Background: an optimization exercise with open tools, aiming at a short achievable clock period and few clock cycles per item. Do not read the settings as production practice.
Only simulation tests tie the RTL to the original design; equivalence was not proved.
No activity file was given, so power comes from the tool's default toggle rates.

**design/flow/config.mk**
```make
export PLATFORM = sky130hd
export DESIGN_NAME = tile_top
export DESIGN_NICKNAME = tile_top
export VERILOG_FILES = /design/flow/design.v
export SDC_FILE = /design/flow/constraint.sdc
export NUM_CORES = 4
export LEC_CHECK = 0
export CAP_MARGIN = 20
export CORE_MARGIN = 2
export CORE_UTILIZATION = 30
export PLACE_DENSITY = 0.4
export SETUP_SLACK_MARGIN = 2.9
export SLEW_MARGIN = 20
export SYNTH_HIERARCHICAL = 1
export SYNTH_MEMORY_MAX_BITS = 16384
```
**design/flow/constraint.sdc**
```tcl
create_clock -name core_clock -period 6.0 [get_ports {clk_i}]
set_input_delay 1.2000 -clock core_clock [delete_from_list [all_inputs] [get_ports {clk_i}]]
set_output_delay 1.2000 -clock core_clock [all_outputs]
set_load 0.01 [all_outputs]
```
**design/flow/design.v**
```verilog
`timescale 1ns/1ps
module wb_bus_arbiter (
  input  logic              clk_i,
  input  logic              rst_n_i,
  input  logic [1:0]        want_i,
  input  logic [71-1:0] req0_i,
  input  logic [71-1:0] req1_i,
  input  logic [34-1:0] ext_rsp_i,
  input  logic              ext_stb_i,
  output logic              busy0_o,
  output logic [71-1:0] ext_req_o
);
  logic        busy0_q;
  logic        grant0;
  logic        busy0_d;
  logic [68:0] xreq0_q;
  logic [68:0] xreq0_d;
  logic [68:0] pass1_q;
  assign grant0  = ~busy0_q & want_i[0] & ~want_i[1];
  assign busy0_d = grant0 | (busy0_q & ~(ext_rsp_i[33] | ext_rsp_i[32]));
  assign xreq0_d = grant0 ? req0_i[68:0] : (busy0_d ? xreq0_q : '0);
  always_ff @(posedge clk_i or negedge rst_n_i) begin
    if (!rst_n_i) begin
      busy0_q <= 1'b0;
      xreq0_q <= '0;
      pass1_q <= '1;
    end else begin
      busy0_q <= busy0_d;
      xreq0_q <= xreq0_d;
      pass1_q <= ~{69{busy0_d}} | xreq0_d;
    end
  end
  assign busy0_o   = busy0_q;
  assign ext_req_o = {ext_stb_i, ext_stb_i, (req1_i[68:0] & pass1_q) | xreq0_q};
endmodule
`timescale 1ns/1ps
module wb_nor2 (
  input  logic a_i,
  input  logic b_i,
  output logic y_o
);
  assign y_o = ~(a_i | b_i);
endmodule
module wb_and2 (
  input  logic a_i,
  input  logic b_i,
  output logic y_o
);
  assign y_o = a_i & b_i;
endmodule
module wb_and3 (
  input  logic a_i,
  input  logic b_i,
  input  logic c_i,
  output logic y_o
);
  assign y_o = a_i & b_i & c_i;
endmodule
module wb_nand2 (
  input  logic a_i,
  input  logic b_i,
  output logic y_o
);
  assign y_o = ~(a_i & b_i);
endmodule
module wb_is_ext (
  input  logic [3:0] region_i,
  output logic       y_o
);
  assign y_o = region_i[3] & region_i[2] & region_i[1] & ~region_i[0];
endmodule
module wb_and3_or2 (
  input  logic a_i,
  input  logic b_i,
  input  logic c_i,
  input  logic d_i,
  input  logic e_i,
  output logic y_o
);
  assign y_o = (a_i & b_i & c_i) | d_i | e_i;
endmodule
module wb_aoi22 (
  input  logic a_i,
  input  logic b_i,
  input  logic c_i,
  input  logic d_i,
  output logic y_o
);
  assign y_o = ~((a_i & b_i) | (c_i & d_i));
endmodule
module wb_and2_or (
  input  logic a_i,
  input  logic b_i,
  input  logic c_i,
  output logic y_o
);
  assign y_o = (a_i & b_i) | c_i;
endmodule
module wb_bus (
  input  logic       cyc_i,
  input  logic       stb_i,
  input  logic       we_i,
  input  logic [3:0] region_i,
  input  logic       rd_q_i,
  input  logic       own_i,
  input  logic       ext_ack_i,
  input  logic       ext_err_i,
  output logic       ack_o,
  output logic       err_o,
  output logic       ext_stb_o
);
  logic zero_hi;    
  logic zero_lo;    
  logic top3;       
  logic rom_rd_n;   
  logic wr_req;     
  logic req;        
  logic xack;
  logic xerr;
  logic is_ext;
  logic bad;
  wb_nor2  u_zero_hi (.a_i(region_i[3]), .b_i(region_i[2]), .y_o(zero_hi));
  wb_nor2  u_zero_lo (.a_i(region_i[1]), .b_i(region_i[0]), .y_o(zero_lo));
  wb_and3  u_top3    (.a_i(region_i[3]), .b_i(region_i[2]), .c_i(region_i[1]), .y_o(top3));
  wb_nand2 u_rom_rd  (.a_i(region_i[0]), .b_i(we_i), .y_o(rom_rd_n));
  wb_and3  u_wr_req  (.a_i(cyc_i), .b_i(stb_i), .c_i(we_i), .y_o(wr_req));
  wb_and2  u_req     (.a_i(cyc_i), .b_i(stb_i), .y_o(req));
  wb_and2  u_xack    (.a_i(own_i), .b_i(ext_ack_i), .y_o(xack));
  wb_and2  u_xerr    (.a_i(own_i), .b_i(ext_err_i), .y_o(xerr));
  wb_is_ext u_is_ext (.region_i(region_i), .y_o(is_ext));
  wb_and3_or2 u_ack (.a_i(zero_hi), .b_i(zero_lo), .c_i(wr_req), .d_i(rd_q_i), .e_i(xack),
                     .y_o(ack_o));
  wb_aoi22   u_bad (.a_i(zero_hi), .b_i(zero_lo), .c_i(top3), .d_i(rom_rd_n), .y_o(bad));
  wb_and2_or u_err (.a_i(req), .b_i(bad), .c_i(xerr), .y_o(err_o));
  wb_and2_or u_stb (.a_i(req), .b_i(is_ext), .c_i(~own_i), .y_o(ext_stb_o));
endmodule
`timescale 1ns/1ps
module wb_sram_sp (
  input  logic        clk_i,
  input  logic        we_i,
  input  logic [5:0]  widx_i,
  input  logic [3:0]  sel_i,
  input  logic [31:0] wdat_i,
  input  logic [5:0]  ridx0_i,
  input  logic [5:0]  ridx1_i,
  output logic [31:0] rdat0_o,
  output logic [31:0] rdat1_o
);
  logic [31:0] word [64];
  for (genvar w = 0; w < 64; w++) begin : g_word
    logic [31:0] word_q;
    for (genvar b = 0; b < 4; b++) begin : g_byte
      always_ff @(posedge clk_i) begin
        if (we_i && widx_i == w && sel_i[b]) begin
          word_q[8*b +: 8] <= wdat_i[8*b +: 8];
        end
      end
    end
    assign word[w] = word_q;
  end
  logic [31:0] l1_0 [16];
  logic [31:0] l1_1 [16];
  logic [31:0] l2_0 [4];
  logic [31:0] l2_1 [4];
  always_comb begin
    for (int g = 0; g < 16; g++) begin
      l1_0[g] = word[4*g + ridx0_i[1:0]];
      l1_1[g] = word[4*g + ridx1_i[1:0]];
    end
    for (int g = 0; g < 4; g++) begin
      l2_0[g] = l1_0[4*g + ridx0_i[3:2]];
      l2_1[g] = l1_1[4*g + ridx1_i[3:2]];
    end
    rdat0_o = l2_0[ridx0_i[5:4]];
    rdat1_o = l2_1[ridx1_i[5:4]];
  end
endmodule
`timescale 1ns/1ps
module wb_bootrom (
  input  logic [3:0]  idx_i,
  output logic [31:0] word_o
);
  always_comb begin
    case (idx_i)
      4'h0: word_o = 32'h1800_0000;
      4'h1: word_o = 32'ha840_0000;
      4'h2: word_o = 32'h1860_e000;
      4'h3: word_o = 32'ha863_0100;
      4'h4: word_o = 32'hd403_1000;
      4'h5: word_o = 32'h8480_0000;
      4'h6: word_o = 32'he084_2000;
      4'h7: word_o = 32'hbc04_0000;
      4'h8: word_o = 32'h0fff_fffd;
      4'h9: word_o = 32'h1500_0000;
      4'ha: word_o = 32'h4400_4800;
      4'hb: word_o = 32'h1500_0000;
      4'hc: word_o = 32'h9c21_fff8;
      4'hd: word_o = 32'hd401_4800;
      4'he: word_o = 32'h8521_0000;
      default: word_o = 32'h0000_0000;
    endcase
  end
endmodule
`timescale 1ns/1ps
module tile_top (
  input  logic         clk_i,
  input  logic         rst_n_i,
  input  logic [141:0] m_req_i,
  output logic [67:0]  m_rsp_o,
  output logic [70:0]  ext_req_o,
  input  logic [33:0]  ext_rsp_i
);
  logic [71-1:0] req    [2];
  logic [1:0]        stb;
  logic [1:0]        reg_mem;
  logic [1:0]        reg_ext;
  logic [1:0]        reg_boot;
  logic [1:0]        bad;
  logic [1:0]        rd_d;
  logic [1:0]        rd_q;
  logic [31:0]       mem_rdata [2];
  logic [31:0]       rom_rdata [2];
  logic [1:0]        ext_own;
  logic              busy0;
  logic              wr1;
  logic              wsel1;
  logic              wr0_d;
  logic              wr0_q;
  logic              err0_q;
  logic              ext_stb;
  assign req[0] = m_req_i[71-1:0];
  assign req[1] = m_req_i[2*71-1:71];
  assign ext_own = {~busy0, busy0};
  for (genvar m = 0; m < 2; m++) begin : g_port
    logic [31:0] rdat;
    logic [31:0] one_q;
    logic [31:0] zero_q;
    logic [3:0]  region;
    assign stb[m]      = req[m][70] & req[m][69];
    assign region      = req[m][63:60];
    assign reg_mem[m]  = (region == 4'h0);
    assign reg_ext[m]  = (region == 4'he);
    assign reg_boot[m] = (region == 4'hf);
    assign bad[m]      = ~(reg_mem[m] | reg_ext[m] | reg_boot[m]) | (reg_boot[m] & req[m][68]);
    assign rd_d[m] = stb[m] & (reg_mem[m] | reg_boot[m]) & ~req[m][68] & ~rd_q[m];
    assign rdat    = req[m][60] ? rom_rdata[m] : mem_rdata[m];
    always_ff @(posedge clk_i or negedge rst_n_i) begin
      if (!rst_n_i) begin
        rd_q[m] <= 1'b0;
      end else begin
        rd_q[m] <= rd_d[m];
      end
    end
    always_ff @(posedge clk_i) begin
      one_q  <= rd_d[m] ? rdat : '1;
      zero_q <= rd_d[m] ? rdat : '0;
    end
    for (genvar i = 0; i < 32; i++) begin : g_dat
      assign m_rsp_o[34*m + i] = ext_rsp_i[i] ? one_q[i] : zero_q[i];
    end
    wb_bootrom u_rom (
      .idx_i   (req[m][37:34]),
      .word_o  (rom_rdata[m])
    );
  end
  assign wsel1 = stb[1] & req[1][68];
  assign wr1   = wsel1 & reg_mem[1];
  assign wr0_d = stb[0] & reg_mem[0] & req[0][68] & ~wr0_q & ~wsel1;
  always_ff @(posedge clk_i or negedge rst_n_i) begin
    if (!rst_n_i) begin
      wr0_q  <= 1'b0;
      err0_q <= 1'b0;
    end else begin
      wr0_q  <= wr0_d;
      err0_q <= stb[0] & bad[0] & ~err0_q;
    end
  end
  assign m_rsp_o[33]         = rd_q[0] | wr0_q | (ext_own[0] & ext_rsp_i[33]);
  assign m_rsp_o[32]         = err0_q | (ext_own[0] & ext_rsp_i[32]);
  wb_bus u_dec1 (
    .cyc_i     (req[1][70]),
    .stb_i     (req[1][69]),
    .we_i      (req[1][68]),
    .region_i  (req[1][63:60]),
    .rd_q_i    (rd_q[1]),
    .own_i     (ext_own[1]),
    .ext_ack_i (ext_rsp_i[33]),
    .ext_err_i (ext_rsp_i[32]),
    .ack_o     (m_rsp_o[34+33]),
    .err_o     (m_rsp_o[34+32]),
    .ext_stb_o (ext_stb)
  );
  wb_sram_sp u_ram (
    .clk_i    (clk_i),
    .we_i     (wr1 | wr0_d),
    .widx_i   (wsel1 ? req[1][39:34] : req[0][39:34]),
    .sel_i    (wsel1 ? req[1][67:64] : req[0][67:64]),
    .wdat_i   (wsel1 ? req[1][31:0] : req[0][31:0]),
    .ridx0_i  (req[0][39:34]),
    .ridx1_i  (req[1][39:34]),
    .rdat0_o  (mem_rdata[0]),
    .rdat1_o  (mem_rdata[1])
  );
  wb_bus_arbiter u_ext (
    .clk_i       (clk_i),
    .rst_n_i     (rst_n_i),
    .want_i      (stb & reg_ext),
    .req0_i      (req[0]),
    .req1_i      (req[1]),
    .ext_rsp_i   (ext_rsp_i),
    .ext_stb_i   (ext_stb),
    .busy0_o     (busy0),
    .ext_req_o   (ext_req_o)
  );
endmodule
```
**design/flow/run.sh**
```bash
#!/bin/bash
# synth_recipe.tcl (not shown) runs the flow's synth.tcl, then flattens the netlist and writes it again
# the make line also repeats each setting of config.mk as NAME=value (left out here)
make -C /OpenROAD-flow-scripts/flow DESIGN_CONFIG=/design/flow/config.mk WORK_HOME=/design/flow/orfs CLKGATE_MAP_FILE= SYNTH_SCRIPT=/design/flow/synth_recipe.tcl finish
```
==> reports/qor_table.md, run 1 <==
| Quantity | This run |
|:---|:---|
| Class of the tightest hold or removal check | input pin to async pin |
| DRC | 0 |
| RSZ-0062 raised after global routing | true |
| Flip-flop and latch count after synthesis | 2319 |
| Average wire per standard cell | 40.2 um |
| # nets final | 6573 |
| Number of vias per cell after detailed routing | 5.70 |
| Result of the run | no timing/DRC/antenna violations |
| Netlist area before placement | 106000 um2 |
| Crit path max-delay cell type | a311o_1 |
| Hold Vio Cnt, Final | 0 |
| Number of iterations in the first detailed-routing pass | 5 |
| Placeable core region | 352000 um2 |
| Post-route clock skew | 0.0405 ns |
| Via count of the first global-routing pass | 65113 |
| PortBufs | 316 |
| TritonCTS clock tree | done |
| DRC marker count from the first detailed-route iteration | 7567 |
| All-Layer GR Usage | 0.248 |
| Max frequency | 0.309 GHz |
| Net count of the mapped netlist | 5906 |
| Vert. Die Dim | 599 um |
| VDD IR-drop max | 0.198 mV |
| Final worst slack | 2.77 ns |
| Synth warn | 19 |
| Power per standard cell area | 292 nW/um2 |
| Initial antenna violation count | 61 |
| Share of the yosys chip area belonging to registers | 0.638 |
| Die X | 599 um |
| Primary flip-flop cell chosen by synthesis mapping | edfxtp_1 |
| Pre-CTS setup slack | 0.730 ns |
| Root buf cell | clkbuf_16 |
| Critical path class | input pin to output pin |
| Data required time at the worst endpoint | 4.80 ns |
| Hold-fix buffer count after cts | 0 |
| Maximum number of pins on one net before global-route repair | 103 |
| Number of buffers created by CTS | 279 |
| Share of cells above drive strength 1 | 0.445 |
| Accumulated negative setup slack | 0 ns |
| Area enclosed by the die boundary | 359000 um2 |
| Leakage power | 42.8 nW |
| Delay of the slowest cell on the worst path | 0.37 ns |
| Count of boundary I/O pins | 317 |
| Vias after detailed routing | 64834 |
| Average size of a mapped cell | 18.6 um2 |
| Residual overflow from global routing | 0 |
| Clock latency of the later-clocked register in the worst-skew pair | 0.92 ns |
| Global-route wire length before repair | 600 mm |
| Critical path endpoint category | output pin |
| Number of buffers on the longest clock path | 4 |
| Total Wirelength | 457 mm |
| Max-Slew Margin vs Limit | 0.175 |
| H-tree depth | 5 |
| Top cell family by delay on the critical path | compound AO/OA/AOI/OAI gates |
| Signal arrival time at the worst endpoint | 2.03 ns |
| Number of library cell types mapped by synthesis | 71 |
| Share of the clock period used by the worst path | 0.539 |
| Starting density of the core | 0.301 |
| Syn Inst Count | 5714 |
| Setup violation total in the final timing report | 0 |
| Number of clock sinks | 2319 |
| Global placer's final weighted congestion | 0.876 |
| Minimum period implied by the final worst setup slack | 3.23 ns |
| Sort of element at the start of the critical path | input pin |
| Ordered cell list for the critical path | buf_2 > and3_1 > a311o_1 > buf_2 |
| Syn-to-layout area delta | 23.2% |
| Max Cap Viol | 0 |
| Ys async rst share | 0.0617 |
| Critical path fanouts, max | 5 |
| Crit-path most repeated cell | buf_2 |
| Total count of max-transition violations in the final report | 0 |
| Transition at the pin with the smallest max-transition slack | 1.24 ns |
| Number of buffers and inverters on the critical path | 2 |
| Antenna viol nets, final | 0 |
| Half-perimeter wire length of the detailed placement result | 304 mm |
| Total number of placement rows | 218 |
| Clock slew at reported path FFs | 0.06 ns |
| Number of flops mapped to enable cells by yosys | 2048 |
==> synth_stat cells, types with 19 or more instances <==
cell	number	area [um2]
edfxtp_1	2048	61500
mux4_2	1023	23000
a22oi_1	495	3720
and2_1	263	1650
a21oi_1	258	1290
clkbuf_1	238	893
nor2_1	134	503
dfxtp_1	128	2560
buf_2	115	576
mux2_2	108	1220
nand2_1	91	342
a21o_1	78	586
mux2i_1	75	751
dfrtp_1	74	1850
a22o_1	70	613
dfstp_2	69	1810
o22a_1	69	604
or4_1	63	473
buf_1	59	221
buf_4	37	278
buf_6	36	405
nor3_1	23	115
nand3_1	21	105
nor2b_1	19	119
==> per-module statistics from Yosys, one instance, submodules excluded, a selection <==
module,copies in the design,flops+latches,cells inside
wb_and2_or,2,0,1
wb_is_ext,1,0,1
wb_nand2,1,0,1
wb_nor2,2,0,1
tile_top,1,132,486
wb_bus,1,0,1
wb_and3_or2,1,0,1
wb_and2,3,0,1
wb_and3,2,0,1
wb_bootrom,2,0,75
wb_aoi22,1,0,1
==> sequential cells by signal, summed over array words and instances, names as in the netlist <==
register	count
g_port.one_q	64
u_ext.xreq0_q	69
wr0_q	1
u_ram.g_word.word_q	2048
rd_q	2
u_ext.pass1_q	69
u_ext.busy0_q	1
g_port.zero_q	64
err0_q	1
==> cell families after synthesis <==
| group | share of synthesized area |
|---|---|
| and+or+nand+nor | 0.0347 |
| buffers and inverters | 0.0230 |
| muxes | 0.236 |
| adders and majority gates | 0.00165 |
| other | 0.0000707 |
| AOI/OAI and AO/OA | 0.0672 |
| DFF | 0.638 |
==> cells in the final DEF, fill, tap and decap left out, types with 57 or more instances in the layout <==
cell,Yosys,routed
edfxtp_1,2048,2048
mux4_2,1023,1023
buf_4,37,377
a22oi_1,495,373
clkbuf_16,0,304
a21oi_1,258,198
and2_2,0,147
dfxtp_1,128,126
a22oi_2,1,123
and2_4,1,107
nor2_1,134,91
buf_12,0,86
buf_2,115,86
nand2_1,91,85
buf_6,36,75
a21o_1,78,74
dfrtp_1,74,73
a22o_1,70,70
o22a_1,69,69
dfstp_2,69,69
clkbuf_1,238,66
clkdlybuf4s50_1,0,61
mux2_4,0,57
==> area by class of cell <==
class	count	area, um2
timing repair buffer	869	9820
antenna	37	92.6
inverter	18	70.1
clock inverter	138	1130
clock buffer	365	7610
multi-input combinational	2894	38400
tap	4730	5920
sequential	2319	67700
fill	32639	222000
==> metrics by stage <==
stage                     power [mW]  cells  cell area (um2)  hold slack (ns)   util
after floorplan                 19.9   5714           108000            0.412      -
after global placement          21.5  10629           117000            0.438  0.332
after detailed placement        21.5  10630           117000            0.437  0.332
after CTS                       38.4  11238           129000            0.396  0.365
after global routing            39.3  11342           131000            0.447  0.371
final                           38.2  11370           131000            0.396  0.371
==> final timing paths <==
path                                   start                  end  slack (ns)  depth (start not counted)
worst max-delay path            m_req_i[141]          m_rsp_o[67]        2.77                          4
worst min-delay path                 rst_n_i    u_ext.xreq0_q[58]        0.40                          1
worst max register to register       rd_q[1]  g_port[1].one_q[22]        3.12                          5
worst min register to register        err0_q               err0_q        0.46                          1
max in group asynchronous            rst_n_i    u_ext.pass1_q[32]        4.30                          2
min in group core_clock               err0_q               err0_q        0.46                          1
==> routing by layer <==
metal / up-vias / GRT usage / part of all wire / wire, um
met5: - / 0 / 0.00038 / 174
li1: 25672 / - / - / -
met2: 2879 / 0.404 / 0.48 / 220000
met3: 594 / 0.0401 / 0.068 / 31200
met1: 35669 / 0.333 / 0.41 / 188000
met4: 20 / 0.0896 / 0.040 / 18400
==> where the power goes <==
group	switching, mW	internal (mW)
sequential	0.00776	17.7
combinational	2.36	1.50
clock	7.07	9.63
total	9.44	28.8
==> timing repair <==
action / 4_1_cts / 5_1_grt
gates cloned: 27 / 17
setup endpoints to repair: 3502 / 1358
buffers inserted: 78 / 78
pin swaps: 63 / 40
resized for setup: 1300 / 223
Testbench counts, summed over its fixed seeds: cycles 5,741, items 4,800.
==> inputs of run 2 (changes only) <==
--- a/design/flow/design.v
+++ b/design/flow/design.v
@@ -160,2 +160,12 @@
   end
+  function automatic logic [31:0] mux4(input logic [31:0] a, input logic [31:0] b,
+                                       input logic [31:0] c, input logic [31:0] d,
+                                       input logic [1:0] s);
+    case (s)
+      2'd0:    mux4 = a;
+      2'd1:    mux4 = b;
+      2'd2:    mux4 = c;
+      default: mux4 = d;
+    endcase
+  endfunction
   logic [31:0] l1_0 [16];
@@ -164,14 +174,12 @@
   logic [31:0] l2_1 [4];
-  always_comb begin
-    for (int g = 0; g < 16; g++) begin
-      l1_0[g] = word[4*g + ridx0_i[1:0]];
-      l1_1[g] = word[4*g + ridx1_i[1:0]];
-    end
-    for (int g = 0; g < 4; g++) begin
-      l2_0[g] = l1_0[4*g + ridx0_i[3:2]];
-      l2_1[g] = l1_1[4*g + ridx1_i[3:2]];
-    end
-    rdat0_o = l2_0[ridx0_i[5:4]];
-    rdat1_o = l2_1[ridx1_i[5:4]];
+  for (genvar g = 0; g < 16; g++) begin : g_l1
+    assign l1_0[g] = mux4(word[4*g], word[4*g+1], word[4*g+2], word[4*g+3], ridx0_i[1:0]);
+    assign l1_1[g] = mux4(word[4*g], word[4*g+1], word[4*g+2], word[4*g+3], ridx1_i[1:0]);
   end
+  for (genvar g = 0; g < 4; g++) begin : g_l2
+    assign l2_0[g] = mux4(l1_0[4*g], l1_0[4*g+1], l1_0[4*g+2], l1_0[4*g+3], ridx0_i[3:2]);
+    assign l2_1[g] = mux4(l1_1[4*g], l1_1[4*g+1], l1_1[4*g+2], l1_1[4*g+3], ridx1_i[3:2]);
+  end
+  assign rdat0_o = mux4(l2_0[0], l2_0[1], l2_0[2], l2_0[3], ridx0_i[5:4]);
+  assign rdat1_o = mux4(l2_1[0], l2_1[1], l2_1[2], l2_1[3], ridx1_i[5:4]);
 endmodule
--- a/design/flow/config.mk
+++ b/design/flow/config.mk
@@ -15 +15,2 @@
 export SYNTH_MEMORY_MAX_BITS = 16384
+export TNS_END_PERCENT = 30
==> reports/qor_table.md, run 2 <==
| Quantity | This run | Delta |
|:---|:---|:---|
| Vert. Die Dim | 606 um | +1.1% |
| Number of vias per cell after detailed routing | 5.65 | -0.93% |
| Synth warn | 19 | unchanged |
| Post-synthesis simple-gate area fraction | 0.0402 | +0.00548 |
| Dominant combinational cell family by area after synthesis | multiplexers |  |
| Accumulated negative setup slack | 0 ns | unchanged |
| # nets final | 6988 | +6.3% |
| Data required time at the worst endpoint | 6.79 ns | +1.99 ns |
| Finished Layout Cells | 11824 | +4.0% |
| Hold Vio Cnt, Final | 0 | unchanged |
| Total Wirelength | 460 mm | +0.56% |
| Global-route wire length before repair | 597 mm | -0.48% |
| Delay of the slowest cell on the worst path | 0.62 ns | +0.25 ns |
| Vias after detailed routing | 66794 | +3.0% |
| Via count of the first global-routing pass | 66671 | +2.4% |
| Residual overflow from global routing | 0 | unchanged |
| Cell types occupying the most area after synthesis | edfxtp_1 (57%), mux4_2 (18%), mux2i_1 (4.8%), dfxtp_1 (2.4%), dfrtp_1 (1.7%) |  |
| Pre-CTS setup slack | 0.786 ns | +0.0555 ns |
| Signal arrival time at the worst endpoint | 4.07 ns | +2.04 ns |
| Area enclosed by the die boundary | 367000 um2 | +2.2% |
| DRC marker count from the first detailed-route iteration | 7609 | +0.56% |
| Commonest cells in the synthesized netlist | edfxtp_1 (2048), mux4_2 (890), mux2i_1 (518) |  |
| Number of iterations in the first detailed-routing pass | 5 | unchanged |
| Hold-fix buffer count after cts | 0 | unchanged |
| Average size of a mapped cell | 17.8 um2 | -4.4% |
| Syn-to-layout area delta | 22.8% |  |
| Total Power | 39.1 mW | +2.4% |
| DRC | 0 | unchanged |
| Flip-flop and latch count after synthesis | 2319 | unchanged |
| Antenna viol nets, final | 0 | unchanged |
| Starting density of the core | 0.302 | +0.000646 |
| Syn Inst Count | 6112 | +7.0% |
| Flip-flop count of the largest register after layout | 2048 | unchanged |
| Post-synthesis adder-cell area fraction | 0.00161 | -0.0000360 |
| Number of buffers on the longest clock path | 4 | unchanged |
| Largest register by flop count | u_ram.g_word.word_q |  |
| Netlist area before placement | 109000 um2 | +2.2% |
| Critical path fanouts, max | 43 | +38 |
| Post-synthesis mux area share | 0.247 | +0.0120 |
| Post-placement cell count | 11039 | +3.8% |
| Initial antenna violation count | 47 | -23% |
| Placeable core region | 359000 um2 | +2.0% |
| Final Hold Slack | 0.424 ns | +0.0281 ns |
| All-Layer GR Usage | 0.238 | -0.00922 |
| Leakage power | 45.3 nW | +5.6% |
| Total count of max-transition violations in the final report | 0 | unchanged |
| Total number of placement rows | 220 | +0.92% |
| Ys async rst share | 0.0617 | unchanged |
| H-tree depth | 5 | unchanged |
| Max Cap Viol | 0 | unchanged |
| Primary flip-flop cell chosen by synthesis mapping | edfxtp_1 |  |
| Half-perimeter wire length of the detailed placement result | 301 mm | -1.0% |
| RSZ-0062 raised after global routing | true |  |
| Setup violation total in the final timing report | 0 | unchanged |
| Average wire per standard cell | 38.9 um | -3.3% |
| Final worst slack | 2.73 ns | -0.0438 ns |
| Top cell family by delay on the critical path | compound AO/OA/AOI/OAI gates |  |
| Fraction of synthesized cell area in xor and xnor cells | 0 | unchanged |
| Register area | 67700 um2 | unchanged |
| Maximum number of pins on one net before global-route repair | 107 | +3.9% |
| Power per standard cell area | 294 nW/um2 | +0.43% |
| Share of cells above drive strength 1 | 0.387 | -0.0578 |
| Critical path class | input pin to flop |  |
| Transition at the pin with the smallest max-transition slack | 1.12 ns | -0.113 ns |
| Leading cell types in the layout, fill and taps excluded | edfxtp_1 (2048), mux4_2 (890), mux2i_1 (462) |  |
| Crit path max-delay cell type | o41a_1 |  |
| Die X | 606 um | +1.1% |
| Ordered cell list for the critical path | buf_12 > and3_4 > buf_4 > buf_4 > a22oi_1 > o211ai_1 > nor3_2 > o41a_1 > mux2i_1 > nand2_1 |  |
| Area share of the leading cell type in the synthesized netlist | 0.567 | -0.0126 |
| Max frequency | 0.305 GHz | -1.3% |
| Net count of the mapped netlist | 6304 | +6.7% |
| Multi-input combinational cell area | 40000 um2 | +4.2% |
| Clock slew at reported path FFs | 0.06 ns | about the same |
| Class of the tightest hold or removal check | input pin to async pin |  |
| Fillers | 33482 | +2.6% |
| Minimum period implied by the final worst setup slack | 3.27 ns | +0.0438 ns |
| Max-Slew Margin vs Limit | 0.251 | +0.0756 |
| VDD IR-drop max | 0.190 mV | -3.9% |
| TritonCTS clock tree | done |  |
| Crit-path most repeated cell | buf_4 |  |
| Result of the run | no timing/DRC/antenna violations |  |
| Root buf cell | clkbuf_16 |  |
| Share of the clock period used by the worst path | 0.546 | +0.00729 |
| PortBufs | 316 | unchanged |
| Count of boundary I/O pins | 317 | unchanged |
| Top Registers | u_ram.g_word.word_q (2048), u_ext.pass1_q (69), u_ext.xreq0_q (69) |  |
| Clock latency of the later-clocked register in the worst-skew pair | 0.93 ns | about the same |
| Number of clock sinks | 2319 | unchanged |
| Cell taking the most area after synthesis | edfxtp_1 |  |
| Number of buffers created by CTS | 288 | +3.2% |
| Sort of element at the start of the critical path | input pin |  |
| Critical path endpoint category | flop |  |
| Global placer's final weighted congestion | 0.872 | -0.52% |
| Most common cell in the synthesized netlist | edfxtp_1 |  |
| Number of library cell types mapped by synthesis | 76 | +7.0% |
| Number of flops mapped to enable cells by yosys | 2048 | unchanged |
| Commonest non-fill, non-tap cell in the layout | edfxtp_1 |  |
| Number of buffers and inverters on the critical path | 3 | +1 |
| Share of the yosys chip area belonging to registers | 0.624 | -0.0139 |
| Post-route clock skew | 0.0521 ns | +0.0117 ns |
| Compound-cell area share of the yosys netlist | 0.0617 | -0.00542 |
## run 2: changes by cell type after synthesis, moves of 91 or more
cell,delta
mux2i_1,+443
a21oi_1,-247
mux4_2,-133
a22oi_1,-311
o211ai_1,+143
nor2_1,+91
## run 2: power breakdown
part	internal, mW	leakage (nW)	switching (mW)	total [mW]
logic	1.57	19.5	2.54	4.12
registers	17.7	21.2	0.00744	17.7
clock network	10.1	4.54	7.21	17.4
## run 2: area by class of cell
type	instances	area share
repair buffers	900	0.0767
flip-flops and latches	2319	0.508
clock inverters	145	0.0101
inverters	16	0.000469
well taps	4773	0.0448
diodes	28	0.000525
clock buffers	372	0.0591
multi-input cells	3271	0.300
## run 2: cells by family after synthesis
| logic type | after synthesis |
|---|---|
| other | 2 |
| flip-flops | 2319 |
| buffers and inverters | 527 |
| adder cells (fa/ha/maj) | 14 |
| AND/OR/NAND/NOR | 830 |
| AO/OA/AOI/OAI | 867 |
| multiplexers | 1553 |
## run 2: metal layers
| metal | vias to the layer above | global-route usage | share of wire |
|---|---|---|---|
| met2 | 2900 | 0.384 | 0.46 |
| met3 | 600 | 0.0413 | 0.074 |
| met1 | 36365 | 0.328 | 0.43 |
| met5 | - | 0 | 0.00014 |
| met4 | 10 | 0.0715 | 0.035 |
| li1 | 26919 | - | - |
## run 2: path summary, 6_finish.rpt
| check | from | endpoint | slack (ns) | cells past startpoint |
|---|---|---|---|---|
| worst max-delay path | m_req_i[36] | g_port[0].one_q[15] | 2.73 | 10 |
| worst min-delay path | rst_n_i | u_ext.xreq0_q[52] | 0.42 | 1 |
| worst max register to register | u_ram.g_word[37].word_q[12] | g_port[1].one_q[12] | 3.27 | 7 |
| worst min register to register | err0_q | err0_q | 0.45 | 1 |
| max in group asynchronous | rst_n_i | u_ext.pass1_q[67] | 4.42 | 2 |
| min in group core_clock | err0_q | err0_q | 0.45 | 1 |
## run 2: timing repair
action	in CTS	in global routing
buffers inserted	70	116
setup endpoints to repair	3790	1932
pin swaps	30	68
gates cloned	15	39
resized for setup	776	536
## run 2: Yosys stat by module, one instance, submodules excluded, a selection
module          cells inside  flops+latches  area, um2  copies in the design
wb_bus                     1              0       3.75                     1
wb_and2                    1              0       6.26                     3
wb_sram_sp              5077           2048      96400                     1
wb_aoi22                   1              0       12.5                     1
wb_nor2                    1              0       3.75                     2
wb_bootrom                76              0        547                     2
wb_nand2                   1              0       3.75                     1
wb_is_ext                  1              0       10.0                     1
wb_bus_arbiter           383            139       5540                     1
wb_and2_or                 1              0       7.51                     2
tile_top                 486            132       5380                     1
wb_and3                    1              0       6.26                     2
## run 2: stage by stage
step	instance area (um2)	utilization
6_report	133000	0.371
5_1_grt	133000	0.371
3_5_place_dp	119000	0.331
3_3_place_gp	119000	0.331
2_1_floorplan	109000	-
4_1_cts	130000	0.362
Testbench counts of run 2, summed over its fixed seeds: cycles 5,741, items 4,800.

re-timing with driven ports:
Ports are ideal in the flow. The routed layouts listed here were re-timed in OpenROAD. Step 1 assumes that a clkbuf_16 drives the clock port and a buf_2 every other input. Step 2 moves the port delays by t, midway between the first and last clock arrival at a register: inputs arrive t later, outputs are due t later. That takes back most of the time a late clock gives input paths. Three values: ideal, step 1, step 2; two values: the first two.
run | t, ns | setup slack, ns | latest minus earliest clock arrival (ns) | worst register clock-pin slew, ns | cell pins on the clock port's net
run 1 | 1.006 | 2.769 / 2.637 / 1.631 | 0.048 / 0.049 | 0.07 / 0.07 | 1
run 2 | 1.006 | 2.725 / 2.384 / 1.408 | 0.056 / 0.055 | 0.07 / 0.07 | 1
After both steps every run listed still meets setup and hold. The setup slack of run 2, which loses most, moves by -0.341 ns with the drivers and by -1.317 ns with both steps.
